This design comes from an exercise in tuning for a short achievable clock period and few clock cycles per item on the open sky130 flow, not from production work. In this exercise RTL edits were held to simulation tests only and were not proved equivalent to the original.

==> run a: inputs <==
==> flow/design.v (excerpt) <==
module rv_core (
    input  logic                    clk,
    input  logic                    rst,
    input  logic [rv_pkg::XLEN-1:0] imem_data,
    output logic [rv_pkg::XLEN-1:0] imem_addr,
    input  logic [rv_pkg::XLEN-1:0] dmem_rdata,
    output logic [rv_pkg::XLEN-1:0] dmem_addr,
    output logic [rv_pkg::XLEN-1:0] dmem_wdata,
    output logic                    dmem_wen,
    output logic                    dmem_ren
);
    function automatic logic [3:0] dec4(input logic [1:0] v);
        dec4 = 4'b0001 << v;
    endfunction
    function automatic logic [7:0] dec8(input logic [2:0] v);
        dec8 = 8'b0000_0001 << v;
    endfunction
    logic [31:0] pc;
    logic        stall;
    logic [31:0] pc4;
    logic [31:0] pc8;
    rv_inc4 inc_i (.a (pc4), .y (pc8));
    always_ff @(posedge clk) begin
        if (rst) begin
            pc  <= '0;
            pc4 <= 32'd4;
        end else if (!stall) begin
            pc  <= pc4;
            pc4 <= pc8;
        end
    end
    assign imem_addr = pc;
    logic [31:0] e_a, e_b, e_as, e_sd, e_imm;
    logic [3:0]  e_sh1;
    logic [7:0]  e_sh4;
    logic        e_add, e_sub, e_sll, e_sr, e_arith, e_xor, e_or, e_and;
    logic        e_we, e_load, e_store, e_late;
    logic        e_la1, e_la2, e_lb1, e_lb2, e_s1, e_s2;
  ...
export LEC_CHECK = 0
export CAP_MARGIN = 20
export CELL_PAD_IN_SITES_DETAIL_PLACEMENT = 1
export CELL_PAD_IN_SITES_GLOBAL_PLACEMENT = 1
export CORE_MARGIN = 2
export CORE_UTILIZATION = 35
export CTS_CLUSTER_DIAMETER = 120
export CTS_CLUSTER_SIZE = 22
export SETUP_SLACK_MARGIN = 3.4
export SLEW_MARGIN = 20
export SYNTH_HIERARCHICAL = 1
export TNS_END_PERCENT = 30
create_clock -name core_clock -period 6.0 [get_ports {clk}]
standard.sh (not shown) runs the stock make flow with config.mk's settings and CLKGATE_MAP_FILE= SYNTH_SCRIPT=/design/flow/synth_recipe.tcl, a recipe that flattens the netlist after the stock synthesis.
==> flow/flow/run.sh <==
#!/bin/bash
# Standard layout (the standard.sh, standard synthesis unchanged) with
# two changes: ports get buf_4 buffers instead of the default pick, and the
# resizer may swap a cell for any cell of the same function.
set -euo pipefail
bash standard.sh \
    "BUFFER_PORTS_ARGS=-buffer_cell sky130_fd_sc_hd__buf_4" \
    MATCH_CELL_FOOTPRINT=0 \
    finish > flow_make.log 2>&1
==> inputs of run b, as changes to run a <==
--- a/flow/design.v
+++ b/flow/design.v
@@ -552,28 +552,37 @@
                      .r (regs_flat), .w (wb_val), .v (wb2_val), .imm (d_imm), .y (old1));
     rv_rfread rd2_i (.oh (oh2g), .sw (by2w), .sv (by2v), .si (1'b0),
                      .r (regs_flat), .w (wb_val), .v (wb2_val), .imm (d_imm), .y (old2));
     rv_rfread rd2s_i (.oh (oh2sg), .sw (by2sw), .sv (by2sv), .si (si2s),
                       .r (regs_flat), .w (wb_val), .v (wb2_val), .imm (d_imm), .y (old2s));
     logic d_late;
     assign d_late = d_alu && (s11 || s21 || (!d_sel_imm && (s12 || s22)));
-    assign stall  = (d_load || d_store) && (s11 || s21);
+    logic nx_ldst;
+    assign nx_ldst = stall ? (d_load || d_store) : (dn_load || dn_store);
+    always_ff @(posedge clk) begin
+        if (rst) begin
+            stall <= 1'b0;
+        end else begin
+            stall <= nx_ldst && ((ne_hit1 && ne_slow) || (nm_hit1 && e_late));
+        end
+    end
     logic [31:0] x_sum, x_dif, x_shl, x_shr, x_lg;
+    logic [31:0] y_sum, y_dif, y_shl, y_shr, y_lg;
     logic [31:0] md;
     logic [31:0] e_a_d, e_as_d, e_b_d, e_sh_d, e_sd_d;
     rv_ao7 fwd_a (.s (sa_a), .d0 (x_sum), .d1 (x_dif), .d2 (x_shl),
                   .d3 (x_shr), .d4 (x_lg), .d5 (md), .d6 (old1), .y (e_a_d));
     rv_ao7 fwd_as (.s (sa_as), .d0 (x_sum), .d1 (x_dif), .d2 (x_shl),
                    .d3 (x_shr), .d4 (x_lg), .d5 (md), .d6 (old1), .y (e_as_d));
     rv_ao8 fwd_b (.s ({si2, sb_b}), .d0 (x_sum), .d1 (x_dif), .d2 (x_shl),
                   .d3 (x_shr), .d4 (x_lg), .d5 (md), .d6 (old2), .d7 (d_imm), .y (e_b_d));
-    rv_ao7 fwd_sh (.s (sb_sh), .d0 (x_sum), .d1 (x_dif), .d2 (x_shl),
-                   .d3 (x_shr), .d4 (x_lg), .d5 (md), .d6 (old2s), .y (e_sh_d));
+    rv_ao7 fwd_sh (.s (sb_sh), .d0 (y_sum), .d1 (y_dif), .d2 (y_shl),
+                   .d3 (y_shr), .d4 (y_lg), .d5 (md), .d6 (old2s), .y (e_sh_d));
     rv_ao7 fwd_sd (.s (ss_sd),
-                   .d0 (x_sum), .d1 (x_dif), .d2 (x_shl), .d3 (x_shr), .d4 (x_lg),
+                   .d0 (y_sum), .d1 (y_dif), .d2 (y_shl), .d3 (y_shr), .d4 (y_lg),
                    .d5 (md), .d6 (old2), .y (e_sd_d));
     always_ff @(posedge clk) begin
         if (rst || stall) begin
             e_we    <= 1'b0;
             e_load  <= 1'b0;
             e_store <= 1'b0;
             e_late  <= 1'b0;
@@ -616,14 +625,19 @@
         e_s2    <= s22;
     end
     rv_alu alu_e (
         .a (e_a), .b (e_b), .as (e_as), .sh1 (e_sh1), .sh4 (e_sh4), .al (e_a), .bl (e_b),
         .arith (e_arith), .sel_xor (e_xor), .sel_or (e_or), .sel_and (e_and),
         .sum (x_sum), .dif (x_dif), .shl (x_shl), .shr (x_shr), .lg (x_lg)
     );
+    rv_alu alu_e2 (
+        .a (e_a), .b (e_b), .as (e_as), .sh1 (e_sh1), .sh4 (e_sh4), .al (e_a), .bl (e_b),
+        .arith (e_arith), .sel_xor (e_xor), .sel_or (e_or), .sel_and (e_and),
+        .sum (y_sum), .dif (y_dif), .shl (y_shl), .shr (y_shr), .lg (y_lg)
+    );
     logic [31:0] x_y, x_addr;
     rv_add agu_i (.a (e_a), .b (e_imm), .y (x_addr));
     rv_ao7 res_e (.s ({2'b00, 1'b1, e_sr, e_sll, e_sub, e_add}), .d0 (x_sum), .d1 (x_dif),
                   .d2 (x_shl), .d3 (x_shr), .d4 (x_lg), .d5 ('0), .d6 ('0), .y (x_y));
     logic [31:0] l_sum, l_dif, l_shl, l_shr, l_lg;
     logic [31:0] e_shv;
     always_comb begin
==> comparison <==
- In run b the final cell count is larger than in run a, by 12%.
- In run a the clock skew is lower than in run b, by 0.019 ns.
- Against run a, the via count of run b is larger by 9.8%.
- Between run a and run b, the lower sequential share of layout area is in run b (gap 2.6 points).
- Run b finished clean. Run a went through all stages and came out clean.
- Between run b and run a, the lower register-to-register slack is in run a (gap 0.02 ns).
Testbench counts of run a, summed over its fixed seeds: cycles 55,654, instrs 55,168.
Testbench counts of run b, summed over its fixed seeds: cycles 55,654, instrs 55,168.

-- port drivers added, routing unchanged --
How much do the figures lean on ideal ports? The routed layouts below were timed once more, with nothing changed but the port constraints. Step 1 assumes that a clkbuf_16 drives the clock port and a buf_2 every other input. Step 2, shift: input delay + t, output delay - t, t = (earliest + latest rising clock arrival at the registers) / 2. This alone moves slack from input paths to output paths. Slacks: ideal / step 1 / step 2; pairs: ideal / step 1.
| run | shift t [ns] | setup WS [ns] | worst setup path at the end | clock arrival spread, ns | worst slew at a driven data input, ns |
|---|---|---|---|---|---|
| run a | 1.028 | 2.990 / 2.990 / 2.481 | input to register | 0.089 / 0.089 | 0.15 |
| run b | 1.058 | 3.015 / 3.015 / 2.587 | input to register | 0.127 / 0.127 | 0.08 |
After both steps every run listed still meets setup and hold. For run a, which loses most, drivers alone change the setup slack by 0.000 ns; drivers and shift together by -0.509 ns.
